Context: an optimization exercise on an open-source flow, tuned for small area, a short achievable clock period and few clock cycles. The choices shown serve that exercise and are no tape-out recipe. Only simulation tests tie the RTL to the original design; equivalence was not proved. Power is estimated from default activity; no workload was simulated.

<file path="design.v">
package tfsr_pkg;
  localparam int TRAIL_LENGTH_DEF  = 64;
  localparam int STRIP_COLUMNS_DEF = 8;
  localparam int X_W      = 9;
  localparam int Y_W      = 8;
  localparam int OFFSET_W = 3;
  localparam int COLOR_W  = 16;
  localparam int SEL_W    = 2;
  localparam int LIMIT_W  = 8;
  localparam int CFG_W    = 8;
endpackage
module tfsr_store (
  input  logic          clk,
  input  logic          rst,
  input  logic          wr_en,
  input  logic [63:0]   wr_sel,
  input  logic [8:0]    wr_x,
  input  logic [7:0]    wr_y,
  input  logic [5:0]    wp,
  input  logic          full,
  input  logic [8:0]    start,
  input  logic [6:0]    start_hi1,
  input  logic          mask,
  input  logic [5:0]    mask_wp,
  input  logic          mask_wrap,
  output logic [63:0]   hits,
  output logic [575:0]  all_x,
  output logic [511:0]  all_y
);
  logic [8:0] mx [64];
  logic [7:0] my [64];
  always_ff @(posedge clk) begin
    for (int i = 0; i < 64; i++) begin
      if (wr_en && wr_sel[i]) begin
        mx[i] <= wr_x;
        my[i] <= wr_y;
      end
    end
  end
  logic [5:0] s_hi;
  logic [2:0] s_lo;
  logic [6:0] s_hi1;
  logic       s1_ok;
  always_comb begin
    s_hi  = start[8:3];
    s_lo  = start[2:0];
    s_hi1 = start_hi1;
    s1_ok = !s_hi1[6];
    for (int i = 0; i < 64; i++) begin
      logic ge;
      logic qge;
      logic vld;
      logic lt;
      logic wr;
      qge = (mx[i][2] && !s_lo[2]) ||
            ((mx[i][2] == s_lo[2]) && ((mx[i][1] && !s_lo[1]) ||
                                       ((mx[i][1] == s_lo[1]) && (mx[i][0] || !s_lo[0]))));
      lt  = 1'b0;
      for (int b = 0; b < 6; b++) begin
        if (((i >> b) & 1) == 1) begin
          lt = wp[b] && lt;
        end else begin
          lt = wp[b] || lt;
        end
      end
      ge  = 1'b1;
      for (int b = 0; b < 6; b++) begin
        if (((i >> b) & 1) == 1) begin
          ge = !mask_wp[b] || ge;
        end else begin
          ge = !mask_wp[b] && ge;
        end
      end
      if (!mask_wrap) begin
        wr = ge && lt;
      end else begin
        wr = ge || lt;
      end
      vld = (full || lt) && !(mask && wr);
      hits[i] = vld && ((mx[i][8:3] == s_hi && qge) ||
                        (s1_ok && mx[i][8:3] == s_hi1[5:0] && !qge));
      all_x[i*9 +: 9] = mx[i];
      all_y[i*8 +: 8] = my[i];
    end
  end
endmodule
module tfsr_shade (
  input  logic [5:0]  idx,
  input  logic [5:0]  wp,
  input  logic [1:0]  color_select,
  output logic [15:0] color
);
  logic [5:0] lvl6;
  logic [4:0] lvl5;
  always_comb begin
    lvl6 = idx - wp;
    lvl5 = lvl6[5:1] - {4'b0, (lvl6[5] && !lvl6[0])};
    case (color_select)
      2'd0:    color = {lvl5, 11'b0};
      2'd1:    color = {5'b0, lvl6, 5'b0};
      2'd2:    color = {11'b0, lvl5};
      default: color = '0;
    endcase
  end
endmodule
module tfsr_emit (
  input  logic          clk,
  input  logic          rst,
  input  logic          load,
  input  logic [63:0]   load_hits,
  input  logic [5:0]    load_wp,
  input  logic [2:0]    load_lo,
  input  logic [575:0]  all_x,
  input  logic [511:0]  all_y,
  input  logic [1:0]    color_select,
  input  logic          out_ready,
  output logic [63:0]   owed,
  output logic          free,
  output logic          out_valid,
  output logic [26:0]   out_data,
  output logic          out_hit,
  output logic          out_last
);
  logic [63:0] rem;
  logic        fresh;
  logic        none;
  logic [5:0]  rem_wp;
  logic [2:0]  rem_lo;
  logic        p_v;
  logic        p_hit;
  logic        p_last;
  logic [63:0] p_oh;
  logic [5:0]  p_wp;
  logic [5:0]  p_idx;
  logic [5:0]  oh_idx;
  logic [2:0]  p_lo;
  logic [63:0] pre [7];
  logic [63:0] below;
  logic [63:0] oh;
  logic [63:0] rest;
  logic [63:0] t_any [7];
  logic [63:0] t_mul [7];
  logic        any;
  logic        last;
  logic [7:0]  sel_y;
  logic [2:0]  sel_q;
  logic        out_free;
  logic        p_take;
  logic        pick;
  logic [15:0] color;
  always_comb begin
    pre[0] = rem;
    for (int l = 0; l < 6; l++) begin
      for (int i = 0; i < 64; i++) begin
        if (((i >> l) & 1) == 1) begin
          pre[l+1][i] = pre[l][i] | pre[l][((i >> l) << l) - 1];
        end else begin
          pre[l+1][i] = pre[l][i];
        end
      end
    end
    below = {pre[6][62:0], 1'b0};
    oh    = rem & ~below;
    rest  = rem & ~oh;
    t_any[0] = rem;
    t_mul[0] = '0;
    for (int l = 0; l < 6; l++) begin
      t_any[l+1] = '0;
      t_mul[l+1] = '0;
      for (int i = 0; i < (32 >> l); i++) begin
        t_any[l+1][i] = t_any[l][2*i] | t_any[l][2*i+1];
        t_mul[l+1][i] = t_mul[l][2*i] | t_mul[l][2*i+1] |
                        (t_any[l][2*i] & t_any[l][2*i+1]);
      end
    end
    owed = rem | (p_v ? p_oh : '0);
    oh_idx = '0;
    for (int i = 0; i < 64; i++) begin
      oh_idx = oh_idx | ({6{oh[i]}} & 6'(i));
    end
    any  = t_any[6][0];
    none = fresh && !any;
    last = !t_mul[6][0];
    out_free = !out_valid || out_ready;
    p_take   = !p_v || out_free;
    pick     = (any || none) && p_take;
    free     = (!any && !none) || (pick && (!any || last));
  end
  always_ff @(posedge clk) begin
    if (rst) begin
      rem   <= '0;
      fresh <= 1'b0;
    end else if (load) begin
      rem   <= load_hits;
      fresh <= 1'b1;
    end else if (pick) begin
      rem   <= rest;
      fresh <= 1'b0;
    end
  end
  always_ff @(posedge clk) begin
    if (load) begin
      rem_wp <= load_wp;
      rem_lo <= load_lo;
    end
  end
  always_ff @(posedge clk) begin
    if (rst) begin
      p_v <= 1'b0;
    end else if (pick) begin
      p_v <= 1'b1;
    end else if (out_free) begin
      p_v <= 1'b0;
    end
  end
  always_ff @(posedge clk) begin
    if (pick) begin
      p_hit  <= any;
      p_last <= !any || last;
      p_idx  <= oh_idx;
      p_oh   <= oh;
      p_wp   <= rem_wp;
      p_lo   <= rem_lo;
    end
  end
  always_comb begin
    sel_y   = '0;
    sel_q   = '0;
    for (int i = 0; i < 64; i++) begin
      sel_y   = sel_y | ({8{p_oh[i]}} & all_y[i*8 +: 8]);
      sel_q   = sel_q | ({3{p_oh[i]}} & all_x[i*9 +: 3]);
    end
  end
  tfsr_shade u_shade (
    .idx          (p_idx),
    .wp           (p_wp),
    .color_select (color_select),
    .color        (color)
  );
  always_ff @(posedge clk) begin
    if (rst) begin
      out_valid <= 1'b0;
    end else if (out_free) begin
      out_valid <= p_v;
    end
  end
  always_ff @(posedge clk) begin
    if (out_free && p_v) begin
      out_hit  <= p_hit;
      out_last <= p_last;
      if (p_hit) begin
        out_data <= {color, sel_y, 3'(sel_q - p_lo)};
      end else begin
        out_data <= '0;
      end
    end
  end
endmodule
module trail_fade_strip_renderer_top (
  input  logic        clk,
  input  logic        rst,
  input  logic        s_tvalid,
  output logic        s_tready,
  input  logic [31:0] s_tdata,   
  input  logic        s_tuser,   
  output logic        m_tvalid,
  input  logic        m_tready,
  output logic [31:0] m_tdata,   
  output logic        m_tuser,   
  output logic        m_tlast,
  input  logic        cfg_we,
  input  logic        cfg_index,
  input  logic [7:0]  cfg_data
);
  logic [1:0]  color_select;
  logic [7:0]  repeat_limit;
  logic [5:0]  wp;
  logic        full;
  logic [8:0]  last_x;
  logic [7:0]  last_y;
  logic        last_valid;
  logic [7:0]  repeat_count;
  logic        rdy_render;
  logic        i_v;
  logic        i_r;
  logic        st;
  logic        st_next;
  logic        upd;
  logic [8:0]  cur_x;
  logic [7:0]  cur_y;
  logic        cur_valid;
  logic        cur_sat;
  logic [16:0] i_d;
  logic        pend_v;
  logic [5:0]  pend_wp;
  logic        pend_wrap;
  logic [8:0]  start;
  logic [6:0]  start_hi1;
  logic        lap;
  logic        accept;
  logic        acc_add;
  logic        acc_render;
  logic        i_add;
  logic        i_render;
  logic        store;
  logic        stall;
  logic        commit;
  logic [63:0] wp_dec;
  logic [63:0] hits;
  logic [575:0] all_x;
  logic [511:0] all_y;
  logic [63:0] emit_owed;
  logic [63:0] owed_next;
  logic [63:0] phits;
  logic        wp_inc;
  logic [5:0]  wp_n;
  logic [63:0] win;
  logic        emit_free;
  logic        load;
  logic [5:0]  load_wp;
  logic [2:0]  load_lo;
  logic        pend_next;
  logic        add_next;
  logic        stall_next;
  logic [26:0] out_data;
  assign s_tready   = s_tuser ? rdy_render : !stall;
  assign accept     = s_tvalid && s_tready;
  assign acc_add    = accept && !s_tuser;
  assign acc_render = accept && s_tuser;
  always_comb begin
    i_add    = i_v && !i_r;
    i_render = i_v && i_r;
    store = st;
    upd       = i_add && !stall;
    cur_x     = (upd && st) ? i_d[8:0] : last_x;
    cur_y     = (upd && st) ? i_d[16:9] : last_y;
    cur_valid = last_valid || (upd && st);
    if (upd && st) begin
      cur_sat = (repeat_limit == 8'd0);
    end else if (upd) begin
      cur_sat = (repeat_count == 8'hFF) || (repeat_count + 8'd1 >= repeat_limit);
    end else begin
      cur_sat = (repeat_count >= repeat_limit);
    end
    st_next = !cur_valid || (cur_x != s_tdata[8:0]) || (cur_y != s_tdata[16:9]) || cur_sat;
    for (int i = 0; i < 64; i++) begin
      wp_dec[i] = (wp == 6'(i));
    end
    commit = i_add && !stall;
    load      = emit_free && (pend_v || i_render);
    load_wp   = pend_v ? pend_wp : wp;
    load_lo   = start[2:0];
    pend_next = (pend_v || i_render) && !emit_free;
    wp_inc     = commit && store;
    wp_n       = wp + {5'b0, wp_inc};
    win        = wp_inc ? {wp_dec[62:0], wp_dec[63]} : wp_dec;
    owed_next  = emit_owed | (pend_v ? phits : '0);
    lap        = pend_v && (wp_n + 6'd1 == pend_wp);
    add_next   = acc_add || stall;
    stall_next = add_next && (i_render || lap || |(owed_next & win));
  end
  always_ff @(posedge clk) begin
    if (rst) begin
      stall      <= 1'b0;
      rdy_render <= 1'b1;
      i_v        <= 1'b0;
      pend_v     <= 1'b0;
    end else begin
      stall      <= stall_next;
      rdy_render <= !stall_next && !pend_next && !acc_render;
      if (!stall) begin
        i_v <= accept;
      end
      pend_v <= pend_next;
    end
  end
  always_ff @(posedge clk) begin
    if (!stall) begin
      st  <= st_next;
      i_r <= s_tuser;
      i_d <= s_tdata[16:0];
    end
    phits <= hits;
    if (i_render) begin
      pend_wp   <= wp;
      pend_wrap <= 1'b0;
    end else if (commit && store && wp == 6'd63) begin
      pend_wrap <= 1'b1;
    end
    if (acc_render) begin
      start     <= s_tdata[25:17];
      start_hi1 <= {1'b0, s_tdata[25:20]} + 7'd1;
    end
  end
  always_ff @(posedge clk) begin
    if (rst) begin
      color_select <= 2'd0;
      repeat_limit <= 8'd16;
      wp           <= '0;
      full         <= 1'b0;
      last_valid   <= 1'b0;
      repeat_count <= '0;
    end else begin
      if (cfg_we) begin
        if (cfg_index) begin
          repeat_limit <= cfg_data;
        end else begin
          color_select <= cfg_data[1:0];
        end
      end
      if (commit) begin
        if (store) begin
          last_valid   <= 1'b1;
          repeat_count <= '0;
          wp           <= wp + 6'd1;
          if (wp == 6'd63) full <= 1'b1;
        end else if (repeat_count != 8'hFF) begin
          repeat_count <= repeat_count + 8'd1;
        end
      end
    end
  end
  always_ff @(posedge clk) begin
    if (commit && store) begin
      last_x <= i_d[8:0];
      last_y <= i_d[16:9];
    end
  end
  tfsr_store u_store (
    .clk    (clk),
    .rst    (rst),
    .wr_en  (commit && store),
    .wr_sel (wp_dec),
    .wr_x   (i_d[8:0]),
    .wr_y   (i_d[16:9]),
    .wp     (wp),
    .full   (full),
    .start  (start),
    .start_hi1 (start_hi1),
    .mask   (pend_v),
    .mask_wp(pend_wp),
    .mask_wrap(pend_wrap),
    .hits   (hits),
    .all_x  (all_x),
    .all_y  (all_y)
  );
  tfsr_emit u_emit (
    .clk          (clk),
    .rst          (rst),
    .load         (load),
    .load_hits    (hits),
    .load_wp      (load_wp),
    .load_lo      (load_lo),
    .all_x        (all_x),
    .all_y        (all_y),
    .color_select (color_select),
    .out_ready    (m_tready),
    .owed         (emit_owed),
    .free         (emit_free),
    .out_valid    (m_tvalid),
    .out_data     (out_data),
    .out_hit      (m_tuser),
    .out_last     (m_tlast)
  );
  assign m_tdata = {5'b0, out_data};
endmodule
</file>
<file path="run.sh">
#!/bin/bash
# synth_recipe.tcl (not shown) runs the flow's synth.tcl, then flattens the netlist and writes it again
# the make line also repeats each setting of config.mk as NAME=value (left out here)
make -C /OpenROAD-flow-scripts/flow DESIGN_CONFIG=/design/flow/config.mk WORK_HOME=/design/flow/orfs CLKGATE_MAP_FILE= SYNTH_SCRIPT=/design/flow/synth_recipe.tcl finish
</file>
<file path="config.mk">
export PLATFORM = sky130hd
export DESIGN_NAME = trail_fade_strip_renderer_top
export DESIGN_NICKNAME = trail_fade_strip_renderer_top
export VERILOG_FILES = /design/flow/design.v
export SDC_FILE = /design/flow/constraint.sdc
export NUM_CORES = 4
export LEC_CHECK = 0
export ABC_CLOCK_PERIOD_IN_PS = 3000
export CAP_MARGIN = 20
export CORE_MARGIN = 2
export CORE_UTILIZATION = 40
export SETUP_SLACK_MARGIN = 4.0
export SLEW_MARGIN = 20
</file>
<file path="constraint.sdc">
create_clock -name core_clock -period 7.5 [get_ports {clk}]
set_input_delay 1.5000 -clock core_clock [delete_from_list [all_inputs] [get_ports {clk}]]
set_output_delay 1.5000 -clock core_clock [all_outputs]
set_load 0.01 [all_outputs]
</file>
==> impl_metrics.env, run 1 <==
export IMPL_finalHoldViolations=0
export IMPL_cts_buffer_depth=3
export IMPL_synth_top_cell_area_share_pct=56.1
export IMPL_async_flop_share_pct=0
export IMPL_layout_cells_non_filler=7469
export IMPL_synth_distinct_cells=94
export IMPL_synth_edf_count=1248
export IMPL_worst_setup_path_type="reg -> reg"
export IMPL_vias=47700
export IMPL_hold_buffers=0
export IMPL_gr_total_overflow=0
export IMPL_fin_crit_sh_pct=47.4
export IMPL_worst_skew_pair_late_latency_ns=0.83
export IMPL_detail_route_first_pass_iterations=6
export IMPL_wirelength_um=273000
export IMPL_cts_sinks=1427
export IMPL_ant_nets=0
export IMPL_use_met3_pct=8.34
export IMPL_drcViolationCount=0
export IMPL_status="finished clean"
export IMPL_fmax_mhz=281
export IMPL_p_total_mw=17.0
export IMPL_grt_use_met1_pct=42.8
export IMPL_grt_busiest_layer="met2"
export IMPL_fin_crit_ns=3.55
export IMPL_numPortBuffers=71
export IMPL_core_area_um2=165000
export IMPL_yosys_register_bits=1427
export IMPL_yosys_top_cells_area="edfxtp_1 56%, xor2_1 5.6%, dfxtp_1 5.4%"
export IMPL_cp_max_fo=41
export IMPL_worstPathArrival_ns=4.29
export IMPL_cp_slowest_stage_delay_ns=0.64
export IMPL_cts_tree="built"
export IMPL_cts_buffers_inserted=151
export IMPL_final_core_util_pct=46.0
export IMPL_p_leak_nw=25.3
export IMPL_post_place_ws_ns=2.80
export IMPL_drt_iter0_drc=7225
export IMPL_final_setup_skew_ns=0.0501
export IMPL_yosysSeqAreaShare_pct=61.5
export IMPL_num_io_pins=83
export IMPL_synth_top_area_cell="edfxtp_1"
export IMPL_peakVddDrop_v=0.000287
export IMPL_die_h_um=413
export IMPL_track_usage_pct=31.5
export IMPL_detail_route_wl_per_cell_um=36.6
export IMPL_std_cell_rows=149
export IMPL_syn_inst=5043
export IMPL_cts_root_buf="clkbuf_16"
export IMPL_grt_pass1_vias=44400
export IMPL_dieArea_um2=170000
export IMPL_grt_pass1_wl_um=368000
export IMPL_post_dp_hpwl_um=177000
export IMPL_gp_congestion=1.03
export IMPL_place_inst=7149
export IMPL_maxSlewHeadroom_pct=19.2
export IMPL_start_util_pct=40.4
export IMPL_grt_max_degree=70
export IMPL_required_ns=8.24
export IMPL_tns_ns=0
export IMPL_grt_use_met2_pct=45.6
export IMPL_syn_to_final_growth_pct=13.9
export IMPL_cp_common_cell="a21oi_1"
export IMPL_cp_end_kind="flip-flop"
export IMPL_tightest_slew_ns=1.21
export IMPL_p_per_area_nw_per_um2=224
export IMPL_cpMaxStageDelayCell="a21oi_1"
export IMPL_routed_via_density=6.38
export IMPL_avgSynthCellArea_um2=13.2
export IMPL_die_w_um=413
export IMPL_htree_levels=4
export IMPL_antenna_found_initial=13
export IMPL_min_path_type="reg -> reg"
export IMPL_cp_start_kind="flip-flop"
export IMPL_drive_gt1_share_pct=12.2
export IMPL_path_cells="inv_4 > buf_8 > ha_1 > a21o_1 > a21oi_1 > o221ai_1 > a21oi_1 > nand3_1 > a21oi_1"
export IMPL_max_cap_violations=0
export IMPL_setup_viol_count_final=0
export IMPL_yosysWarningCount=9
export IMPL_maxSlewViolCount=0
export IMPL_clk_pin_slew_ns=0.06
export IMPL_nets=5366
export IMPL_rsz0062_at_grt="true"
export IMPL_synthFlopType="edfxtp_1"
export IMPL_syn_area_um2=66800
export IMPL_finalWorstSetupSlack_ns=3.95
[path summary, 6_finish.rpt]
kind                 start         endpoint  slack [ns]  cells after the start
max               start[1]   u_emit.rem[40]        3.95                      9
min          u_emit.p_last  u_emit.out_last        0.40                      0
max reg2reg       start[1]   u_emit.rem[40]        3.95                      9
min reg2reg  u_emit.p_last  u_emit.out_last        0.40                      0
[sequential cells by signal, summed over array words and instances, names as in the netlist, 3 cells and up]
register         count
start_hi1            7
last_x               9
repeat_limit         8
repeat_count         8
u_emit.rem_lo        3
u_store.my         512
wp                   6
i_d                 17
u_emit.rem          64
u_store.mx         576
u_emit.p_oh         64
u_emit.out_data     27
u_emit.p_idx         6
u_emit.p_wp          6
phits               64
last_y               8
u_emit.p_lo          3
pend_wp              6
start                9
u_emit.rem_wp        6
[per-stage QoR]
step	hold WS [ns]	area, µm²
global route	0.412	76000
floorplan	0.400	66800
detailed placement	0.405	70300
CTS	0.404	75600
global placement	0.407	70300
finish	0.397	76100
[where the power goes]
| part | internal [mW] | switching [mW] |
|---|---|---|
| sequential | 8.70 | 0.0383 |
| clock | 4.14 | 3.23 |
| combinational | 0.273 | 0.665 |
| total | 13.1 | 3.93 |
[cells in the final DEF (no fill, tap or decap), types with 34 or more instances in the layout]
cell type and instances:
a21o_1 72, a21oi_1 166, a21oi_2 34, a221oi_1 198, a22o_1 140, a22oi_1 91
buf_4 195, clkbuf_1 40, clkbuf_16 155, clkdlybuf4s50_1 68, dfxtp_1 170, edfxtp_1 1248
ha_1 162, inv_1 43, maj3_1 60, nand2_1 197, nand2b_1 67, nand3_1 125
nand4_1 145, nor2_1 151, nor2_4 34, nor3_1 90, nor4_1 98, o21ai_0 64
o22ai_1 35, xnor2_1 394, xor2_1 424
[critical path, delay by kind of cell, from the launching register on]
| kind | cells | cell delay, ns |
|---|---|---|
| AOI/OAI and AO/OA | 5 | 1.67 |
| adders and majority gates | 1 | 0.30 |
| buffers and inverters | 2 | 0.74 |
| DFF | 1 | 0.59 |
| and+or+nand+nor | 1 | 0.15 |
[synth_stat cells (all sizes together), types with 23 or more instances]
cell / n
edfxtp: 1248
a221oi: 216
nor3: 93
a22o: 140
xnor2: 395
a21oi: 201
o31ai: 27
nand2b: 68
and2: 23
maj3: 60
nand4: 147
o221ai: 33
inv: 47
a21o: 72
o22ai: 35
xor2: 424
nor2: 211
clkbuf: 209
a22oi: 91
and3: 28
nor4: 117
a31oi: 27
nand3: 127
buf: 113
ha: 162
or4: 32
dfxtp: 179
o21ai: 72
nand2: 202
[logic make-up after synthesis]
kind of cell | synth area share [%]
AO/OA/AOI/OAI | 11.2
buffers and inverters | 2.69
other | 0.00562
adder cells (fa/ha/maj) | 3.99
multiplexers | 0.363
flip-flops | 61.5
XOR/XNOR | 10.7
AND/OR/NAND/NOR | 9.50
[cell type report]
cell class	instances	area [µm²]
Multi-Input combinational cell	3245	24700
Inverter	48	209
Sequential cell	1427	41100
Clock inverter	72	689
Fill cell	14700	89300
Tap cell	2189	2740
Clock buffer	200	4100
Timing Repair Buffer	282	2490
Antenna cell	6	15.0
[timing repair]
item / CTS / global route
gates resized for setup: 76 / 46
pin swaps: 7 / 11
buffers inserted: 16 / 22
hold endpoints to repair: 0 / 0
setup endpoints to repair: 208 / 153
[routing by layer]
layer  wire length [µm]  share of wire (%)
met5                252              0.092
met4              17000                6.2
met3              32800                 12
met2             116000                 42
met1             107000                 39
Testbench counts, summed over its fixed seeds: cycles 10,344.
==> run 2: changes to the inputs <==
--- a/config.mk
+++ b/config.mk
@@ -9,5 +9,7 @@
 export CAP_MARGIN = 20
 export CORE_MARGIN = 2
 export CORE_UTILIZATION = 40
+export CTS_CLUSTER_DIAMETER = 100
+export CTS_CLUSTER_SIZE = 25
 export SETUP_SLACK_MARGIN = 4.0
 export SLEW_MARGIN = 20
==> run 2 against run 1 <==
Clock-buffer cell count fell by 116. Total power is 17% lower. Via count decreased by 1.6%. Non-clock buffer count fell by 1. Critical path depth decreased by 1. Die area did not move. Final cell count decreased by 2.3%. Sequential cell count is the same. Combinational power decreased by 0.4%. Sequential share of layout area is 2.0 points higher. First-iteration DRC count decreased by 1.2%. Worst setup slack worse by 0.085 ns. Critical endpoint is now u_emit.rem[11]. Largest cell class unchanged. Highest routed layer unchanged.
==> impl_metrics.env, run 2 <==
export IMPL_antenna_found_initial=11
export IMPL_maxSlewHeadroom_pct=15.1
export IMPL_final_common_cell="edfxtp_1"
export IMPL_final_setup_skew_ns=0.0392
export IMPL_maxSlewViolCount=0
export IMPL_path_cells="buf_4 > nand2b_1 > a21o_1 > a21oi_1 > nand3_1 > a222oi_1 > nand3_1 > a21oi_1"
export IMPL_cp_slowest_stage_delay_ns=0.87
export IMPL_finalHoldViolations=0
export IMPL_grt_max_degree=70
export IMPL_p_per_area_nw_per_um2=193
export IMPL_synth_common_cells="1,248 x edfxtp_1, 424 x xor2_1, 395 x xnor2_1, 216 x a221oi_1, 211 x nor2_1"
export IMPL_multi_input_area_um2=24700
export IMPL_peakVddDrop_v=0.000212
export IMPL_gp_congestion=1.03
export IMPL_yosysMostFrequentCell="edfxtp_1"
export IMPL_syn_inst=5043
export IMPL_tightest_slew_ns=1.27
export IMPL_final_cell_mix="1,248 x edfxtp_1, 424 x xor2_1, 395 x xnor2_1"
export IMPL_cpMaxStageDelayCell="a222oi_1"
export IMPL_synth_distinct_cells=94
export IMPL_yosys_top_cells_area="edfxtp_1 56%, xor2_1 5.6%, dfxtp_1 5.4%"
export IMPL_numPortBuffers=71
export IMPL_nets=5284
export IMPL_vias=46900
export IMPL_track_usage_pct=31.2
export IMPL_yosysWarningCount=9
export IMPL_drcViolationCount=0
export IMPL_synth_edf_count=1248
export IMPL_ant_nets=0
export IMPL_worst_skew_pair_late_latency_ns=0.75
export IMPL_nFillCells=14900
export IMPL_detail_route_first_pass_iterations=6
export IMPL_tns_ns=0
export IMPL_hold_start="u_emit.rem_lo[0]"
export IMPL_die_h_um=413
export IMPL_finalWorstSetupSlack_ns=3.86
export IMPL_cts_buffer_depth=3
export IMPL_core_area_um2=165000
export IMPL_fmax_mhz=275
export IMPL_cts_sinks=1427
export IMPL_gr_total_overflow=0
export IMPL_detail_route_wl_per_cell_um=37.1
export IMPL_post_dp_hpwl_um=177000
export IMPL_cp_start_kind="flip-flop"
export IMPL_post_place_ws_ns=2.80
export IMPL_routed_via_density=6.43
export IMPL_yosys_register_bits=1427
export IMPL_r2r_start="start[0]"
export IMPL_r2r_cells=8
export IMPL_whs_path_depth=0
export IMPL_reg_top3="u_store.mx: 576 flops, u_store.my: 512 flops"
export IMPL_top_register="u_store.mx"
export IMPL_cts_tree="built"
export IMPL_worstPathArrival_ns=4.32
export IMPL_wirelength_um=271000
export IMPL_min_path_type="reg -> reg"
export IMPL_setup_viol_count_final=0
export IMPL_htree_levels=3
export IMPL_synth_top_area_cell="edfxtp_1"
export IMPL_rrSetupSlack_ns=3.86
export IMPL_clk_pin_slew_ns=0.11
export IMPL_num_io_pins=83
export IMPL_max_cap_violations=0
export IMPL_grt_pass1_wl_um=365000
export IMPL_drive_gt1_share_pct=10.4
export IMPL_cp_max_fo=65
export IMPL_fin_crit_ns=3.64
export IMPL_layout_cells_non_filler=7298
export IMPL_std_cell_rows=149
export IMPL_worst_setup_path_type="reg -> reg"
export IMPL_r2r_end="u_emit.rem[11]"
export IMPL_cp_end_kind="flip-flop"
export IMPL_cts_buffers_inserted=70
export IMPL_rsz0062_at_grt="true"
export IMPL_synth_top_cell_area_share_pct=56.1
export IMPL_avgSynthCellArea_um2=13.2
export IMPL_synthFlopType="edfxtp_1"
export IMPL_largest_reg_flops=576
export IMPL_cts_root_buf="clkbuf_16"
export IMPL_fin_crit_sh_pct=48.5
export IMPL_yosysSeqAreaShare_pct=61.5
export IMPL_dieArea_um2=170000
export IMPL_status="finished clean"
export IMPL_start_util_pct=40.4
export IMPL_syn_to_final_growth_pct=9.78
export IMPL_whs_endpoint="u_emit.p_lo[0]"
export IMPL_drt_iter0_drc=7138
export IMPL_grt_pass1_vias=43600
export IMPL_place_area_um2=70300
export IMPL_design_area_um2=73300
export IMPL_required_ns=8.18
export IMPL_syn_area_um2=66800
export IMPL_holdWs_ns=0.431
export IMPL_regArea_um2=41100
export IMPL_p_leak_nw=24.0
export IMPL_place_inst=7149
export IMPL_async_flop_share_pct=0
export IMPL_die_w_um=413
run 2: cell types whose count changed in the layout (fill, tap and decap cells not counted), moves of 4 or more:
cell / delta
clkbuf_8: -5
clkbuf_1: -26
clkinv_1: -29
inv_16: +4
clkinv_2: -15
buf_6: +5
bufinv_16: -7
clkbuf_16: -85
buf_4: -4
run 2: cell families (layout without fill, tap and decap cells):
logic type | Yosys count | after routing | synth area share (%)
simple gates | 1156 | 1156 | 9.50
xor+xnor | 819 | 819 | 10.7
mux | 22 | 22 | 0.363
compound gates | 1019 | 1019 | 11.2
fa+ha+maj | 224 | 224 | 3.99
buf+inv | 375 | 432 | 2.69
flops | 1427 | 1427 | 61.5
other cells | 1 | 10 | 0.00562
run 2: routing by layer:
layer,part of all wire (%),global-route usage (%),vias to the layer above
met2,42,45.1,3040
li1,-,-,19400
met5,0.011,0,-
met4,6.6,16.9,4
met3,12,8.51,617
met1,39,42.4,23900
run 2: repair_timing:
action / in CTS / in global routing
endpoints found under the setup margin: 208 / 154
endpoints found under the hold margin: 0 / 0
hold buffers: 0 / 0
resized for setup: 77 / 42
pin swaps: 8 / 9
setup buffers: 19 / 19
run 2: area by class of cell:
| cell class | count | area share [%] |
|---|---|---|
| tap | 2189 | 3.74 |
| clock inverter | 19 | 0.396 |
| timing repair buffer | 281 | 3.38 |
| clock buffer | 84 | 2.46 |
| inverter | 48 | 0.288 |
| antenna | 5 | 0.0171 |
| multi-input combinational | 3245 | 33.7 |
| sequential | 1427 | 56.0 |
run 2: where the power goes:
part,total (mW),leakage [nW],internal (mW),switching (mW)
sequential,8.72,12.7,8.68,0.0382
combinational,0.934,10.2,0.272,0.662
clock,4.52,1.02,1.83,2.70
run 2: how the worst max path moves through the flow:
stage                              start            endpoint  slack, ns  cells past startpoint
after global placement          m_tready      u_emit.rem[27]       2.85                     10
final                           start[0]      u_emit.rem[11]       3.86                      8
after global routing               wp[0]          rdy_render       3.97                     10
after detailed placement        m_tready      u_emit.rem[27]       2.80                     10
after floorplan                 m_tready  u_emit.out_data[0]       4.19                      2
after CTS                 u_emit.rem[48]      u_emit.rem[27]       3.99                     10
run 2: worst max-delay path: cells and delay by family, from the launching register on:
| family | cells | cell delay, ns |
|---|---|---|
| AO/OA/AOI/OAI | 4 | 1.91 |
| buffers and inverters | 1 | 0.61 |
| flip-flops | 1 | 0.33 |
| AND/OR/NAND/NOR | 3 | 0.59 |
run 2: stage by stage:
stage,power [mW],utilization (%)
2_1_floorplan,9.41,-
3_3_place_gp,9.79,42.5
3_5_place_dp,9.80,42.5
4_1_cts,14.2,44.1
5_1_grt,14.5,44.3
6_report,14.2,44.3
==> run 3: changes to the inputs <==
--- a/config.mk
+++ b/config.mk
@@ -11,5 +11,6 @@
 export CORE_UTILIZATION = 40
 export CTS_CLUSTER_DIAMETER = 100
 export CTS_CLUSTER_SIZE = 25
+export PLACE_DENSITY = 0.68
 export SETUP_SLACK_MARGIN = 4.0
 export SLEW_MARGIN = 20
==> run 3 against run 2 <==
Clock skew is essentially flat. Sequential power about the same. Synthesized cell count stayed put. Via count grew 0.20%. Highest routed layer unchanged. Final cell count down 0.27%. Critical path type unchanged. Combinational power down 0.4%. Worst hold slack lost 0.011 ns. Largest cell class unchanged.
==> impl_metrics.env, run 3 <==
export IMPL_synth_distinct_cells=94
export IMPL_status="finished clean"
export IMPL_syn_to_final_growth_pct=9.83
export IMPL_final_common_cell="edfxtp_1"
export IMPL_worst_skew_pair_late_latency_ns=0.76
export IMPL_tightest_slew_ns=1.28
export IMPL_routed_via_density=6.46
export IMPL_grt_pass1_wl_um=357000
export IMPL_max_cap_violations=0
export IMPL_finalHoldViolations=0
export IMPL_path_cells="buf_4 > nand2_2 > nor2_1 > o221ai_1 > a21oi_1 > nand3_1 > a21oi_1"
export IMPL_cp_end_kind="flip-flop"
export IMPL_min_path_type="reg -> reg"
export IMPL_grt_use_met2_pct=43.6
export IMPL_cp_num_buf_inv=1
export IMPL_synth_edf_count=1248
export IMPL_syn_inst=5043
export IMPL_p_leak_nw=23.9
export IMPL_cts_sinks=1427
export IMPL_peakVddDrop_v=0.000166
export IMPL_cp_top_family="compound AO/OA/AOI/OAI gates"
export IMPL_cts_buffer_depth=3
export IMPL_largest_reg_flops=576
export IMPL_reg_top3="u_store.mx: 576 flops, u_store.my: 512 flops"
export IMPL_synth_top_cell_area_share_pct=56.1
export IMPL_rsz0062_at_grt="true"
export IMPL_tns_ns=0
export IMPL_holdWs_ns=0.419
export IMPL_die_w_um=413
export IMPL_grt_busiest_layer="met2"
export IMPL_post_dp_hpwl_um=173000
export IMPL_place_area_um2=70300
export IMPL_dieArea_um2=170000
export IMPL_yosys_top_cells_area="edfxtp_1 56%, xor2_1 5.6%, dfxtp_1 5.4%"
export IMPL_worstPathArrival_ns=4.26
export IMPL_start_util_pct=40.4
export IMPL_cp_max_fo=31
export IMPL_numPortBuffers=71
export IMPL_drive_gt1_share_pct=10.4
export IMPL_grt_max_degree=90
export IMPL_yosysMostFrequentCell="edfxtp_1"
export IMPL_gp_congestion=1.02
export IMPL_cpMaxStageDelayCell="dfxtp_2"
export IMPL_grt_pass1_vias=43800
export IMPL_std_cell_rows=149
export IMPL_final_core_util_pct=44.4
export IMPL_design_area_um2=73300
export IMPL_required_ns=8.15
export IMPL_detail_route_first_pass_iterations=6
export IMPL_synth_top_area_cell="edfxtp_1"
export IMPL_wirelength_um=263000
export IMPL_worst_setup_path_type="reg -> reg"
export IMPL_final_setup_skew_ns=0.0394
export IMPL_cp_slowest_stage_delay_ns=0.83
export IMPL_clk_pin_slew_ns=0.10
export IMPL_use_met3_pct=8.42
export IMPL_grt_use_met1_pct=41.2
export IMPL_num_io_pins=83
export IMPL_yosysWarningCount=9
export IMPL_final_cell_mix="1,248 x edfxtp_1, 424 x xor2_1, 393 x xnor2_1"
export IMPL_fmax_mhz=277
export IMPL_gr_total_overflow=0
export IMPL_die_h_um=413
export IMPL_fin_crit_sh_pct=48.1
export IMPL_cp_common_cell="a21oi_1"
export IMPL_cts_buffers_inserted=71
export IMPL_ant_nets=0
export IMPL_cts_root_buf="clkbuf_16"
export IMPL_yosysSeqAreaShare_pct=61.5
export IMPL_detail_route_wl_per_cell_um=36.2
export IMPL_drt_iter0_drc=7974
export IMPL_vias=47000
export IMPL_top_register="u_store.mx"
export IMPL_track_usage_pct=30.2
export IMPL_htree_levels=3
export IMPL_async_flop_share_pct=0
export IMPL_synthFlopType="edfxtp_1"
export IMPL_maxSlewViolCount=0
export IMPL_setup_viol_count_final=0
export IMPL_nets=5269
export IMPL_core_area_um2=165000
export IMPL_cp_start_kind="flip-flop"
export IMPL_maxSlewHeadroom_pct=14.6
export IMPL_p_per_area_nw_per_um2=193
export IMPL_synth_common_cells="1,248 x edfxtp_1, 424 x xor2_1, 395 x xnor2_1, 216 x a221oi_1, 211 x nor2_1"
export IMPL_hold_buffers=0
export IMPL_yosys_register_bits=1427
export IMPL_syn_area_um2=66800
export IMPL_cts_tree="built"
export IMPL_drcViolationCount=0
export IMPL_fin_crit_ns=3.61
export IMPL_avgSynthCellArea_um2=13.2
export IMPL_antenna_found_initial=17
-- run 3: layout make-up --
type                       count  area, µm²
antenna                        3       7.51
inverter                      48        190
fill                       14700      92000
timing repair buffer         265       2350
multi-input combinational   3245      24900
clock inverter                15        190
clock buffer                  86       1900
sequential                  1427      41100
tap                         2189       2740
-- run 3: kinds of logic (layout without fill, tap and decap cells) --
logic type | Yosys count | count (layout) | synth area share (%)
DFF | 1427 | 1427 | 61.5
and+or+nand+nor | 1156 | 1156 | 9.50
AOI/OAI and AO/OA | 1019 | 1019 | 11.2
xor gates and xnor gates | 819 | 819 | 10.7
buffers and inverters | 375 | 414 | 2.69
adders and majority gates | 224 | 224 | 3.99
muxes | 22 | 22 | 0.363
other | 1 | 8 | 0.00562
-- run 3: path summary, 6_finish.rpt --
| path | from | endpoint | slack (ns) | cells past startpoint |
|---|---|---|---|---|
| setup reg to reg | wp[5] | u_emit.rem[53] | 3.89 | 7 |
| setup / recovery | wp[5] | u_emit.rem[53] | 3.89 | 7 |
| hold / removal | u_emit.p_last | u_emit.out_last | 0.42 | 0 |
| hold reg to reg | u_emit.p_last | u_emit.out_last | 0.42 | 0 |
-- run 3: what timing repair did --
item	CTS	global route
setup endpoints to repair	196	74
pin swaps	7	10
resized for setup	81	59
cloned	0	0
buffers inserted	20	11
endpoints found under the hold margin	0	0
-- run 3: stage by stage --
stage / std cells / power (mW) / setup WS (ns)
3_3_place_gp: 7138 / 9.77 / 3.21
2_1_floorplan: 5047 / 9.41 / 4.19
3_5_place_dp: 7140 / 9.79 / 3.21
6_report: 7278 / 14.1 / 3.89
4_1_cts: 7261 / 14.1 / 3.87
5_1_grt: 7276 / 14.4 / 4.00
-- run 3: routing by layer --
metal,wire [µm],vias to the layer above
met1,100000,23500
li1,-,19300
met4,17300,12
met3,35000,713
met2,111000,3448
met5,83,-
-- run 3: worst reg2reg max path, delay by kind of cell (launching register included) --
family                 cells  cell delay (ns)
AND/OR/NAND/NOR            3             1.09
flip-flops                 1             0.83
AO/OA/AOI/OAI              3             1.11
buffers and inverters      1             0.49
-- run 3: report_power, final --
group          leakage (nW)  internal [mW]  switching [mW]
Clock                  1.02           1.85            2.64
Combinational          10.1          0.271           0.658
Sequential             12.7           8.68          0.0373
==> run 4: changes to the inputs <==
--- a/design.v
+++ b/design.v
@@ -148,6 +148,7 @@
   logic        p_take;
   logic        pick;
   logic [15:0] color;
+  logic [2:0]  off_tbl [8];
   always_comb begin
     pre[0] = rem;
     for (int l = 0; l < 6; l++) begin
@@ -231,6 +232,11 @@
       sel_q   = sel_q | ({3{p_oh[i]}} & all_x[i*9 +: 3]);
     end
   end
+  always_comb begin
+    for (int v = 0; v < 8; v++) begin
+      off_tbl[v] = 3'(v) - p_lo;
+    end
+  end
   tfsr_shade u_shade (
     .idx          (p_idx),
     .wp           (p_wp),
@@ -249,7 +255,7 @@
       out_hit  <= p_hit;
       out_last <= p_last;
       if (p_hit) begin
-        out_data <= {color, sel_y, 3'(sel_q - p_lo)};
+        out_data <= {color, sel_y, off_tbl[sel_q]};
       end else begin
         out_data <= '0;
       end
--- a/config.mk
+++ b/config.mk
@@ -9,8 +9,5 @@
 export CAP_MARGIN = 20
 export CORE_MARGIN = 2
 export CORE_UTILIZATION = 40
-export CTS_CLUSTER_DIAMETER = 100
-export CTS_CLUSTER_SIZE = 25
-export PLACE_DENSITY = 0.68
 export SETUP_SLACK_MARGIN = 4.0
 export SLEW_MARGIN = 20
==> run 4 against run 3 <==
Synthesized cell count grew 0.79%. Total power grew 22%. Non-clock buffer count grew 15. First-iteration DRC count grew 3.5%. Global-route usage grew 1.1 points. Worst setup slack lost 0.00086 ns. Combinational power shrank 7.1%. Sequential power is essentially flat. Final cell count grew 3.6%. Largest cell class unchanged.
==> impl_metrics.env, run 4 <==
export IMPL_min_path_type="reg -> reg"
export IMPL_synth_common_cells="1,248 x edfxtp_1, 430 x xor2_1, 388 x xnor2_1, 258 x nand2_1, 231 x clkbuf_1"
export IMPL_worstPathArrival_ns=4.09
export IMPL_holdWs_ns=0.423
export IMPL_maxSlewViolCount=0
export IMPL_maxSlewHeadroom_pct=17.1
export IMPL_yosys_top_cells_area="edfxtp_1 56%, xor2_1 5.7%, dfxtp_1 5.4%"
export IMPL_tns_ns=0
export IMPL_cts_tree="built"
export IMPL_track_usage_pct=31.3
export IMPL_nFillCells=14600
export IMPL_reg_top3="u_store.mx: 576 flops, u_store.my: 512 flops"
export IMPL_multi_input_area_um2=24600
export IMPL_layout_cells_non_filler=7538
export IMPL_regArea_um2=41100
export IMPL_drt_iter0_drc=8256
export IMPL_syn_to_final_growth_pct=14.9
export IMPL_numPortBuffers=71
export IMPL_fmax_mhz=277
export IMPL_cpMaxStageDelayCell="or4b_2"
export IMPL_top_register="u_store.mx"
export IMPL_tightest_slew_ns=1.24
export IMPL_cts_sinks=1427
export IMPL_yosysMostFrequentCell="edfxtp_1"
export IMPL_routed_via_density=6.40
export IMPL_design_area_um2=76200
export IMPL_fin_crit_ns=3.61
export IMPL_vias=48200
export IMPL_dieArea_um2=169000
export IMPL_final_setup_skew_ns=0.0499
export IMPL_p_leak_nw=25.5
export IMPL_yosysWarningCount=10
export IMPL_largest_reg_flops=576
export IMPL_max_cap_violations=0
export IMPL_die_w_um=411
export IMPL_grt_pass1_vias=44700
export IMPL_synth_top_cell_area_share_pct=56.5
export IMPL_antenna_found_initial=17
export IMPL_gp_congestion=1.04
export IMPL_syn_inst=5083
export IMPL_num_io_pins=83
export IMPL_drcViolationCount=0
export IMPL_final_cell_mix="1,248 x edfxtp_1, 430 x xor2_1, 388 x xnor2_1"
export IMPL_ant_nets=0
export IMPL_cts_buffer_depth=3
export IMPL_start_util_pct=40.3
export IMPL_std_cell_rows=149
export IMPL_synth_distinct_cells=83
export IMPL_die_h_um=411
export IMPL_nets=5413
export IMPL_avgSynthCellArea_um2=13.1
export IMPL_place_area_um2=70300
export IMPL_path_cells="nor4_4 > nand3_1 > nor2_1 > and2_1 > nor3_1 > or4b_2 > nor4_1 > nand4b_1"
export IMPL_grt_pass1_wl_um=365000
export IMPL_cts_root_buf="clkbuf_16"
export IMPL_drive_gt1_share_pct=11.5
export IMPL_cp_start_kind="flip-flop"
export IMPL_place_inst=7197
export IMPL_required_ns=7.99
export IMPL_worst_skew_pair_late_latency_ns=0.84
export IMPL_grt_max_degree=75
export IMPL_fin_crit_sh_pct=48.1
export IMPL_async_flop_share_pct=0
export IMPL_post_dp_hpwl_um=174000
export IMPL_cp_slowest_stage_delay_ns=0.65
export IMPL_synth_top_area_cell="edfxtp_1"
export IMPL_core_area_um2=165000
export IMPL_cp_max_fo=10
export IMPL_detail_route_first_pass_iterations=9
export IMPL_setup_viol_count_final=0
export IMPL_yosysSeqAreaShare_pct=61.9
export IMPL_rsz0062_at_grt="false"
export IMPL_htree_levels=4
export IMPL_status="finished clean"
export IMPL_yosys_register_bits=1427
export IMPL_synth_edf_count=1248
export IMPL_clk_pin_slew_ns=0.06
export IMPL_cts_buffers_inserted=154
export IMPL_hold_buffers=0
export IMPL_finalHoldViolations=0
export IMPL_synthFlopType="edfxtp_1"
export IMPL_worst_setup_path_type="reg -> reg"
export IMPL_cp_end_kind="flip-flop"
export IMPL_syn_area_um2=66400
export IMPL_peakVddDrop_v=0.000220
export IMPL_p_per_area_nw_per_um2=227
export IMPL_gr_total_overflow=0
export IMPL_detail_route_wl_per_cell_um=36.0
export IMPL_wirelength_um=271000
export IMPL_final_common_cell="edfxtp_1"
-- run 4: cell type report --
class	count	share of cell area [%]
Sequential cell	1427	53.9
Multi-Input combinational cell	3295	32.3
Clock buffer	208	5.61
Tap cell	2189	3.59
Timing Repair Buffer	280	3.27
Clock inverter	79	1.10
Inverter	45	0.228
Antenna cell	15	0.0492
-- run 4: worst paths after layout --
check | slack, ns | end | cells past startpoint | from
max | 3.89 | u_emit.p_idx[0] | 8 | u_emit.rem[4]
min | 0.42 | u_emit.p_wp[5] | 0 | u_emit.rem_wp[5]
max reg2reg | 3.89 | u_emit.p_idx[0] | 8 | u_emit.rem[4]
min reg2reg | 0.42 | u_emit.p_wp[5] | 0 | u_emit.rem_wp[5]
-- run 4: what timing repair did --
action,4_1_cts,5_1_grt
endpoints found under the setup margin,187,81
resized for setup,51,51
pin swaps,6,7
cloned,0,1
setup buffers,8,27
-- run 4: report_power, final --
part	total (mW)	internal [mW]	leakage [nW]	switching (mW)
clock network	7.73	4.36	2.49	3.37
logic	0.864	0.255	10.3	0.609
registers	8.72	8.68	12.7	0.0365
total	17.3	13.3	25.5	4.01
-- run 4: per-stage QoR --
step / power (mW) / setup slack (ns) / utilization (%)
after floorplan: 9.36 / 4.00 / -
after global placement: 9.70 / 3.18 / 42.6
after detailed placement: 9.72 / 3.14 / 42.7
after CTS: 17.3 / 4.00 / 45.9
after global routing: 17.7 / 4.00 / 46.2
final: 17.3 / 3.89 / 46.3
-- run 4: worst max-delay path: cells and delay by family, from the launching register on --
family / cells / cell delay, ns
flops: 1 / 0.63
simple gates: 8 / 2.62
-- run 4: layer usage --
layer / global-route usage [%] / vias to the layer above / share of wire, %
met2: 45.0 / 3686 / 42
met3: 9.99 / 723 / 14
met4: 17.1 / 2 / 6.5
li1: - / 19700 / -
met5: 0 / - / 0.0041
met1: 41.8 / 24100 / 38
-- run 4: kinds of logic after synthesis --
logic type / count (synthesis) / synth area share (%)
AO/OA/AOI/OAI: 1039 / 11.4
adder cells (fa/ha/maj): 215 / 3.88
flip-flops: 1427 / 61.9
other: 1 / 0.00565
XOR/XNOR: 818 / 10.8
buffers and inverters: 366 / 2.22
multiplexers: 17 / 0.268
AND/OR/NAND/NOR: 1200 / 9.59
Testbench counts of run 4, summed over its fixed seeds: cycles 10,344.
==> run 5: changes to the inputs <==
--- a/config.mk
+++ b/config.mk
@@ -9,5 +9,7 @@
 export CAP_MARGIN = 20
 export CORE_MARGIN = 2
 export CORE_UTILIZATION = 40
+export CTS_CLUSTER_DIAMETER = 60
+export CTS_CLUSTER_SIZE = 22
 export SETUP_SLACK_MARGIN = 4.0
 export SLEW_MARGIN = 20
==> run 5 against run 4 <==
Still clean. Sequential power about the same. Utilization down 0.76 points. Sequential share of layout area up 0.90 points. Largest power group unchanged. Highest routed layer unchanged.
==> impl_metrics.env, run 5 <==
export IMPL_detail_route_first_pass_iterations=6
export IMPL_syn_inst=5083
export IMPL_avgSynthCellArea_um2=13.1
export IMPL_clockPowerShare_pct=39.9
export IMPL_peakVddDrop_v=0.000190
export IMPL_yosys_register_bits=1427
export IMPL_place_inst=7197
export IMPL_fin_crit_ns=3.63
export IMPL_required_ns=8.24
export IMPL_post_place_ws_ns=3.14
export IMPL_grt_pass1_wl_um=363000
export IMPL_htree_levels=3
export IMPL_path_cells="inv_2 > buf_12 > ha_1 > a21oi_1 > a31oi_1 > a211oi_1 > a22oi_1 > nor2_1"
export IMPL_grt_max_degree=75
export IMPL_dieArea_um2=169000
export IMPL_p_leak_nw=24.9
export IMPL_nets=5369
export IMPL_worst_setup_path_type="reg -> reg"
export IMPL_drcViolationCount=0
export IMPL_post_dp_hpwl_um=174000
export IMPL_gp_congestion=1.04
export IMPL_cts_sinks=1427
export IMPL_tns_ns=0
export IMPL_routed_via_density=6.43
export IMPL_p_per_area_nw_per_um2=213
export IMPL_cpMaxStageDelayCell="a211oi_1"
export IMPL_yosys_top_cells_area="edfxtp_1 56%, xor2_1 5.7%, dfxtp_1 5.4%"
export IMPL_final_core_util_pct=45.5
export IMPL_yosysSeqAreaShare_pct=61.9
export IMPL_drt_iter0_drc=7861
export IMPL_drive_gt1_share_pct=11.1
export IMPL_combPwrFrac_pct=5.4
export IMPL_maxSlewHeadroom_pct=20.7
export IMPL_cts_buffer_depth=3
export IMPL_num_io_pins=83
export IMPL_numPortBuffers=71
export IMPL_final_common_cell="edfxtp_1"
export IMPL_wirelength_um=270000
export IMPL_cts_root_buf="clkbuf_16"
export IMPL_seqPwrFrac_pct=54.6
export IMPL_clk_pin_slew_ns=0.08
export IMPL_fmax_mhz=276
export IMPL_grt_pass1_vias=44100
export IMPL_maxSlewViolCount=0
export IMPL_synthFlopType="edfxtp_1"
export IMPL_antenna_found_initial=17
export IMPL_cp_max_fo=40
export IMPL_final_cell_mix="1,248 x edfxtp_1, 430 x xor2_1, 388 x xnor2_1"
export IMPL_start_util_pct=40.3
export IMPL_finalHoldViolations=0
export IMPL_synth_distinct_cells=83
export IMPL_internal_power_mw=12.1
export IMPL_synth_top_area_cell="edfxtp_1"
export IMPL_largest_reg_flops=576
export IMPL_std_cell_rows=149
export IMPL_layout_cells_non_filler=7450
export IMPL_ant_nets=0
export IMPL_tightest_slew_ns=1.19
export IMPL_fin_crit_sh_pct=48.4
export IMPL_r2r_cells=8
export IMPL_p_switching_mw=3.87
export IMPL_syn_to_final_growth_pct=13.0
export IMPL_rrSetupSlack_ns=3.87
export IMPL_holdWs_ns=0.431
export IMPL_synth_top_cell_area_share_pct=56.5
export IMPL_yosysMostFrequentCell="edfxtp_1"
export IMPL_reg_top3="u_store.mx: 576 flops, u_store.my: 512 flops"
export IMPL_worstPathArrival_ns=4.37
export IMPL_async_flop_share_pct=0
export IMPL_track_usage_pct=31.1
export IMPL_setup_viol_count_final=0
export IMPL_cp_end_kind="flip-flop"
export IMPL_synth_common_cells="1,248 x edfxtp_1, 430 x xor2_1, 388 x xnor2_1, 258 x nand2_1, 231 x clkbuf_1"
export IMPL_die_w_um=411
export IMPL_min_path_type="reg -> reg"
export IMPL_rsz0062_at_grt="false"
export IMPL_gr_total_overflow=0
export IMPL_core_area_um2=165000
export IMPL_cp_num_buf_inv=2
export IMPL_hold_buffers=0
export IMPL_whs_endpoint="u_emit.p_wp[5]"
export IMPL_status="finished clean"
export IMPL_cp_start_kind="flip-flop"
export IMPL_max_cap_violations=0
export IMPL_swShare_pct=24.3
export IMPL_die_h_um=411
export IMPL_vias=47900
export IMPL_synth_edf_count=1248
export IMPL_worst_skew_pair_late_latency_ns=0.81
export IMPL_yosysWarningCount=10
export IMPL_cp_slowest_stage_delay_ns=0.84
export IMPL_top_register="u_store.mx"
export IMPL_r2r_end="u_emit.rem[15]"
export IMPL_detail_route_wl_per_cell_um=36.2
export IMPL_whs_path_depth=0
export IMPL_finalWorstSetupSlack_ns=3.87
export IMPL_cts_tree="built"
export IMPL_syn_area_um2=66400
export IMPL_hold_start="u_emit.rem_wp[5]"
export IMPL_cts_buffers_inserted=112
export IMPL_final_setup_skew_ns=0.0519
export IMPL_cp_top_family="compound AO/OA/AOI/OAI gates"
export IMPL_r2r_start="start[2]"
-- run 5: layout make-up --
type	instances	area (µm²)
diodes	10	25.0
clock buffers	119	2890
clock inverters	87	975
fillers	14800	89800
inverters	45	174
multi-input cells	3295	24600
flip-flops and latches	1427	41100
well taps	2189	2740
repair buffers	278	2480
-- run 5: what timing repair did --
| item | CTS | global route |
|---|---|---|
| pin swaps | 5 | 7 |
| setup buffers | 8 | 25 |
| setup endpoints to repair | 200 | 82 |
| cloned | 0 | 1 |
| resized for setup | 54 | 48 |
-- run 5: how the worst max path moves through the flow --
stage                        from              end  cells after the start
floorplan                      st       rdy_render                     18
CTS                            st       rdy_render                     11
global placement               st       rdy_render                     10
detailed placement          wp[1]       rdy_render                     10
finish                   start[2]   u_emit.rem[15]                      8
global route        u_emit.rem[3]  u_emit.p_idx[1]                      8
-- run 5: power groups by stage --
| stage | combinational, mW | clock (mW) | sequential (mW) |
|---|---|---|---|
| 2_1_floorplan | 0.440 | 0 | 8.92 |
| 3_3_place_gp | 0.821 | 0 | 8.88 |
| 3_5_place_dp | 0.831 | 0 | 8.88 |
| 4_1_cts | 0.839 | 6.37 | 8.70 |
| 5_1_grt | 0.906 | 6.67 | 8.71 |
| 6_report | 0.864 | 6.36 | 8.71 |
-- run 5: cells by family (layout without fill, tap and decap cells) --
family | count (synthesis) | in the layout | share of synthesized area (%)
DFF | 1427 | 1427 | 61.9
muxes | 17 | 17 | 0.268
adders and majority gates | 215 | 215 | 3.88
other | 1 | 15 | 0.00565
and+or+nand+nor | 1200 | 1201 | 9.59
buffers and inverters | 366 | 529 | 2.22
AOI/OAI and AO/OA | 1039 | 1039 | 11.4
xor gates and xnor gates | 818 | 818 | 10.8
-- run 5: per-stage QoR --
step / total power [mW] / cell area [µm²]
final: 15.9 / 75000
after global routing: 16.3 / 74900
after CTS: 15.9 / 74400
after detailed placement: 9.72 / 70300
after global placement: 9.70 / 70300
after floorplan: 9.36 / 66400
-- run 5: per-layer routing --
layer | part of all wire [%] | vias to the layer above | wire length [µm] | track usage, %
met4 | 6.5 | 8 | 17700 | 16.5
li1 | - | 19600 | - | -
met2 | 42 | 3457 | 113000 | 45.0
met1 | 38 | 24100 | 102000 | 41.4
met5 | 0.027 | - | 72 | 0
met3 | 14 | 709 | 36800 | 9.94
-- run 5: worst reg2reg max path, delay by kind of cell (launching register included) --
family / cells / cell delay (ns)
AO/OA/AOI/OAI: 4 / 1.75
buffers and inverters: 2 / 0.96
flip-flops: 1 / 0.44
adder cells (fa/ha/maj): 1 / 0.31
AND/OR/NAND/NOR: 1 / 0.11
==> run 6: changes to the inputs <==
--- a/config.mk
+++ b/config.mk
@@ -9,7 +9,7 @@
 export CAP_MARGIN = 20
 export CORE_MARGIN = 2
 export CORE_UTILIZATION = 40
-export CTS_CLUSTER_DIAMETER = 60
-export CTS_CLUSTER_SIZE = 22
+export CTS_CLUSTER_DIAMETER = 50
+export CTS_CLUSTER_SIZE = 18
 export SETUP_SLACK_MARGIN = 4.0
 export SLEW_MARGIN = 20
==> run 6 against run 5 <==
Sequential share of layout area shrank 0.69 points. Worst hold slack lost 0.013 ns. Synthesized cell count is the same. First-iteration DRC count shrank 1.9%. Worst setup slack gained 0.076 ns. Routed wire length is essentially flat. Critical path depth is the same. Combinational power is essentially flat. Clock skew grew 0.017 ns. Highest routed layer unchanged.
==> impl_metrics.env, run 6 <==
export IMPL_status="finished clean"
export IMPL_detail_route_wl_per_cell_um=35.9
export IMPL_maxSlewHeadroom_pct=19.3
export IMPL_start_util_pct=40.3
export IMPL_cp_max_fo=10
export IMPL_avgSynthCellArea_um2=13.1
export IMPL_final_common_cell="edfxtp_1"
export IMPL_die_w_um=411
export IMPL_synth_top_area_cell="edfxtp_1"
export IMPL_routed_via_density=6.39
export IMPL_fin_crit_sh_pct=47.4
export IMPL_rsz0062_at_grt="true"
export IMPL_grt_max_degree=75
export IMPL_fin_crit_ns=3.55
export IMPL_yosysWarningCount=10
export IMPL_synth_common_cells="1,248 x edfxtp_1, 430 x xor2_1, 388 x xnor2_1, 258 x nand2_1, 231 x clkbuf_1"
export IMPL_finalHoldViolations=0
export IMPL_worstPathArrival_ns=4.06
export IMPL_nets=5401
export IMPL_cp_top_family="simple AND/OR/NAND/NOR gates"
export IMPL_syn_inst=5083
export IMPL_async_flop_share_pct=0
export IMPL_grt_pass1_vias=44600
export IMPL_setup_viol_count_final=0
export IMPL_worst_setup_path_type="reg -> reg"
export IMPL_reg_top3="u_store.mx: 576 flops, u_store.my: 512 flops"
export IMPL_detail_route_first_pass_iterations=6
export IMPL_fmax_mhz=281
export IMPL_cts_buffers_inserted=145
export IMPL_num_io_pins=83
export IMPL_holdWs_ns=0.419
export IMPL_min_path_type="reg -> reg"
export IMPL_cts_tree="built"
export IMPL_cp_num_cells=8
export IMPL_htree_levels=4
export IMPL_cpMaxStageDelayCell="dfxtp_1"
export IMPL_final_setup_skew_ns=0.0688
export IMPL_whs_path_depth=0
export IMPL_std_cell_rows=149
export IMPL_cts_root_buf="clkbuf_16"
export IMPL_cts_sinks=1427
export IMPL_drcViolationCount=0
export IMPL_grt_pass1_wl_um=364000
export IMPL_rrSetupSlack_ns=3.95
export IMPL_die_h_um=411
export IMPL_max_cap_violations=0
export IMPL_gp_congestion=1.04
export IMPL_drive_gt1_share_pct=11.9
export IMPL_clk_pin_slew_ns=0.07
export IMPL_largest_reg_flops=576
export IMPL_worst_skew_pair_late_latency_ns=0.84
export IMPL_core_area_um2=165000
export IMPL_post_dp_hpwl_um=174000
export IMPL_p_per_area_nw_per_um2=224
export IMPL_ant_nets=0
export IMPL_peakVddDrop_v=0.000228
export IMPL_tightest_slew_ns=1.21
export IMPL_cp_slowest_stage_delay_ns=0.65
export IMPL_yosysMostFrequentCell="edfxtp_1"
export IMPL_gr_total_overflow=0
export IMPL_cp_num_buf_inv=0
export IMPL_hold_buffers=0
export IMPL_maxSlewViolCount=0
export IMPL_yosys_top_cells_area="edfxtp_1 56%, xor2_1 5.7%, dfxtp_1 5.4%"
export IMPL_yosysSeqAreaShare_pct=61.9
export IMPL_syn_area_um2=66400
export IMPL_r2r_cells=8
export IMPL_final_cell_mix="1,248 x edfxtp_1, 430 x xor2_1, 388 x xnor2_1"
export IMPL_synth_edf_count=1248
export IMPL_path_cells="nor4_4 > nand3_1 > nor2_1 > and2_1 > nor3_1 > or4b_2 > nor4_1 > nand4b_1"
export IMPL_tns_ns=0
export IMPL_nFillCells=14600
export IMPL_vias=48000
export IMPL_required_ns=8.00
export IMPL_cp_start_kind="flip-flop"
export IMPL_dieArea_um2=169000
export IMPL_antenna_found_initial=16
export IMPL_numPortBuffers=71
export IMPL_synthFlopType="edfxtp_1"
export IMPL_top_register="u_store.mx"
export IMPL_track_usage_pct=31.2
export IMPL_synth_top_cell_area_share_pct=56.5
export IMPL_synth_distinct_cells=83
export IMPL_cts_buffer_depth=3
export IMPL_wirelength_um=270000
export IMPL_place_area_um2=70300
export IMPL_yosys_register_bits=1427
export IMPL_cp_end_kind="flip-flop"
export IMPL_drt_iter0_drc=7710
export IMPL_design_area_um2=75900
export IMPL_syn_to_final_growth_pct=14.4
export IMPL_p_leak_nw=25.3
==> run 6: cell counts after synthesis <==
Identical to the previous run, type by type.
==> run 6: where the power goes <==
part	internal, mW	leakage [nW]	switching (mW)
Combinational	0.254	10.3	0.608
Clock	3.95	2.34	3.48
Sequential	8.67	12.7	0.0363
==> run 6: cells by family after synthesis <==
logic type / Yosys count / share of synthesized area (%)
DFF: 1427 / 61.9
and+or+nand+nor: 1200 / 9.59
AOI/OAI and AO/OA: 1039 / 11.4
xor gates and xnor gates: 818 / 10.8
buffers and inverters: 366 / 2.22
adders and majority gates: 215 / 3.88
muxes: 17 / 0.268
other: 1 / 0.00565
==> run 6: path summary, 6_finish.rpt <==
check | endpoint | start
worst max-delay path | u_emit.p_idx[0] | u_emit.rem[4]
worst min-delay path | u_emit.p_wp[0] | u_emit.rem_wp[0]
worst max register to register | u_emit.p_idx[0] | u_emit.rem[4]
worst min register to register | u_emit.p_wp[0] | u_emit.rem_wp[0]
==> run 6: stage by stage <==
step / std cells / setup WS (ns) / utilization, % / power (mW)
after floorplan: 5087 / 4.00 / - / 9.36
after global placement: 7195 / 3.18 / 42.6 / 9.70
after detailed placement: 7197 / 3.14 / 42.7 / 9.72
after CTS: 7470 / 4.00 / 45.8 / 17.0
after global routing: 7498 / 3.99 / 46.0 / 17.4
final: 7513 / 3.95 / 46.1 / 17.0
==> run 6: what timing repair did <==
action | in CTS | in global routing
setup buffers | 9 | 23
hold endpoints to repair | 0 | 0
gates cloned | 0 | 1
setup endpoints to repair | 188 | 121
resized for setup | 51 | 45
pin swaps | 6 | 7
==> run 6: layout make-up <==
class                   count  area [µm²]  area share [%]
diodes                     16        40.0          0.0527
inverters                  45         174           0.229
well taps                2189        2740            3.61
clock buffers             159        3730            4.92
multi-input cells        3295       24600            32.4
flip-flops and latches   1427       41100            54.1
clock inverters           105        1120            1.47
repair buffers            277        2460            3.24
==> run 6: metal layers <==
layer	track usage (%)	wire [µm]	up-vias
met1	41.5	103000	24200
met5	0	57	-
li1	-	-	19700
met2	45.1	114000	3376
met4	17.1	17700	8
met3	9.93	35900	727
==> run 7: changes to the inputs <==
--- a/config.mk
+++ b/config.mk
@@ -9,7 +9,7 @@
 export CAP_MARGIN = 20
 export CORE_MARGIN = 2
 export CORE_UTILIZATION = 40
-export CTS_CLUSTER_DIAMETER = 50
-export CTS_CLUSTER_SIZE = 18
+export CTS_CLUSTER_DIAMETER = 100
+export CTS_CLUSTER_SIZE = 25
 export SETUP_SLACK_MARGIN = 4.0
 export SLEW_MARGIN = 20
==> run 7 against run 6 <==
Worst hold slack improved by 0.013 ns. Still clean. Clock-buffer cell count decreased by 62. Critical path depth unchanged.
==> impl_metrics.env, run 7 <==
export IMPL_fin_crit_sh_pct=48.0
export IMPL_ant_nets=0
export IMPL_syn_inst=5083
export IMPL_p_per_area_nw_per_um2=193
export IMPL_maxSlewHeadroom_pct=20.9
export IMPL_p_leak_nw=24.0
export IMPL_worstPathArrival_ns=4.29
export IMPL_synth_top_cell_area_share_pct=56.5
export IMPL_gp_congestion=1.04
export IMPL_setup_viol_count_final=0
export IMPL_grt_pass1_wl_um=362000
export IMPL_layout_cells_non_filler=7362
export IMPL_nets=5323
export IMPL_r2r_start="start[2]"
export IMPL_synth_top_area_cell="edfxtp_1"
export IMPL_hold_start="u_emit.rem_wp[5]"
export IMPL_avgSynthCellArea_um2=13.1
export IMPL_whs_endpoint="u_emit.p_wp[5]"
export IMPL_final_core_util_pct=44.4
export IMPL_rsz0062_at_grt="false"
export IMPL_cts_sinks=1427
export IMPL_clk_pin_slew_ns=0.10
export IMPL_reg_top3="u_store.mx: 576 flops, u_store.my: 512 flops"
export IMPL_htree_levels=3
export IMPL_required_ns=8.19
export IMPL_fin_crit_ns=3.60
export IMPL_drcViolationCount=0
export IMPL_synth_edf_count=1248
export IMPL_rrSetupSlack_ns=3.90
export IMPL_place_inst=7197
export IMPL_cts_tree="built"
export IMPL_antenna_found_initial=18
export IMPL_async_flop_share_pct=0
export IMPL_hold_buffers=0
export IMPL_yosys_top_cells_area="edfxtp_1 56%, xor2_1 5.7%, dfxtp_1 5.4%"
export IMPL_r2r_end="u_emit.rem[13]"
export IMPL_yosysWarningCount=10
export IMPL_top_register="u_store.mx"
export IMPL_drive_gt1_share_pct=9.14
export IMPL_whs_path_depth=0
export IMPL_maxSlewViolCount=0
export IMPL_vias=47400
export IMPL_yosys_register_bits=1427
export IMPL_gr_total_overflow=0
export IMPL_die_h_um=411
export IMPL_grt_max_degree=75
export IMPL_dieArea_um2=169000
export IMPL_tightest_slew_ns=1.18
export IMPL_wirelength_um=269000
export IMPL_routed_via_density=6.44
export IMPL_synthFlopType="edfxtp_1"
export IMPL_cts_root_buf="clkbuf_16"
export IMPL_std_cell_rows=149
export IMPL_min_path_type="reg -> reg"
export IMPL_final_cell_mix="1,248 x edfxtp_1, 430 x xor2_1, 388 x xnor2_1"
export IMPL_yosysSeqAreaShare_pct=61.9
export IMPL_nFillCells=14900
export IMPL_cp_max_fo=40
export IMPL_syn_to_final_growth_pct=10.3
export IMPL_fmax_mhz=278
export IMPL_r2r_cells=8
export IMPL_track_usage_pct=30.9
export IMPL_drt_iter0_drc=7787
export IMPL_p_total_mw=14.1
export IMPL_final_setup_skew_ns=0.0511
export IMPL_synth_distinct_cells=83
export IMPL_cts_buffers_inserted=69
export IMPL_start_util_pct=40.3
export IMPL_worst_skew_pair_late_latency_ns=0.75
export IMPL_max_cap_violations=0
export IMPL_worst_setup_path_type="reg -> reg"
export IMPL_yosysMostFrequentCell="edfxtp_1"
export IMPL_detail_route_first_pass_iterations=6
export IMPL_cp_start_kind="flip-flop"
export IMPL_cts_buffer_depth=3
export IMPL_detail_route_wl_per_cell_um=36.5
export IMPL_core_area_um2=165000
export IMPL_grt_pass1_vias=43700
export IMPL_tns_ns=0
export IMPL_status="finished clean"
export IMPL_post_dp_hpwl_um=174000
export IMPL_die_w_um=411
export IMPL_cp_end_kind="flip-flop"
export IMPL_syn_area_um2=66400
export IMPL_finalHoldViolations=0
export IMPL_synth_common_cells="1,248 x edfxtp_1, 430 x xor2_1, 388 x xnor2_1, 258 x nand2_1, 231 x clkbuf_1"
export IMPL_numPortBuffers=71
export IMPL_final_common_cell="edfxtp_1"
export IMPL_largest_reg_flops=576
export IMPL_num_io_pins=83
export IMPL_peakVddDrop_v=0.000155
-- run 7: stage by stage --
step | instance area [µm²] | hold WS [ns] | setup slack, ns
2_1_floorplan | 66400 | 0.400 | 4.00
3_3_place_gp | 70300 | 0.403 | 3.18
3_5_place_dp | 70300 | 0.412 | 3.14
4_1_cts | 72700 | 0.435 | 4.00
5_1_grt | 73200 | 0.450 | 4.01
6_report | 73200 | 0.431 | 3.90
-- run 7: layout make-up --
class                   count  area (µm²)  area share [%]
diodes                     20        50.0          0.0684
clock buffers              97        1870            2.56
clock inverters            14         235           0.321
inverters                  45         174           0.238
multi-input cells        3295       24600            33.6
flip-flops and latches   1427       41100            56.1
well taps                2189        2740            3.74
repair buffers            275        2440            3.33
-- run 7: timing repair --
| action | 4_1_cts | 5_1_grt |
|---|---|---|
| resized for setup | 51 | 50 |
| setup buffers | 11 | 18 |
| cloned | 0 | 1 |
| setup endpoints to repair | 180 | 81 |
| pin swaps | 6 | 7 |
-- run 7: worst max path at each step --
stage,endpoint,slack (ns),from
2_1_floorplan,rdy_render,4.00,st
3_3_place_gp,rdy_render,3.18,st
3_5_place_dp,rdy_render,3.14,wp[1]
4_1_cts,rdy_render,4.00,st
5_1_grt,u_emit.out_data[2],4.01,u_emit.p_oh[52]
6_report,u_emit.rem[13],3.90,start[2]
-- run 7: cell families after synthesis --
kind of cell             Yosys count  share of synthesized area [%]
flip-flops                      1427                           61.9
AND/OR/NAND/NOR                 1200                           9.59
AO/OA/AOI/OAI                   1039                           11.4
XOR/XNOR                         818                           10.8
buffers and inverters            366                           2.22
adder cells (fa/ha/maj)          215                           3.88
multiplexers                      17                          0.268
other                              1                        0.00565
-- run 7: critical path: stages, from the launching register on --
cell	delay, ns
edfxtp_1	0.44
inv_2	0.57
buf_12	0.36
ha_1	0.30
a21oi_1	0.38
o221ai_1	0.47
a21oi_1	0.66
a22oi_1	0.18
nor2_1	0.10
-- run 7: power by group --
part           switching (mW)  total, mW  internal [mW]  leakage (nW)
sequential             0.0360       8.70           8.67          12.7
clock                    2.66       4.53           1.88          1.01
combinational           0.607      0.862          0.255          10.2
total                    3.30       14.1           10.8          24.0
-- run 7: routing by layer --
layer	share of wire, %	vias to the layer above	track usage (%)	wire, µm
met1	38	23900	41.4	102000
li1	-	19500	-	-
met2	42	3356	44.7	113000
met5	0.047	-	0	126
met4	6.6	16	16.8	17600
met3	13	696	9.58	35500

Check on run 7: ideal ports give 3.900 ns setup slack; a clkbuf_16 on the clock port and buf_2 on the inputs give 3.900 ns; moving port delays by the midpoint clock arrival (0.811 ns) as well gives 3.477 ns.
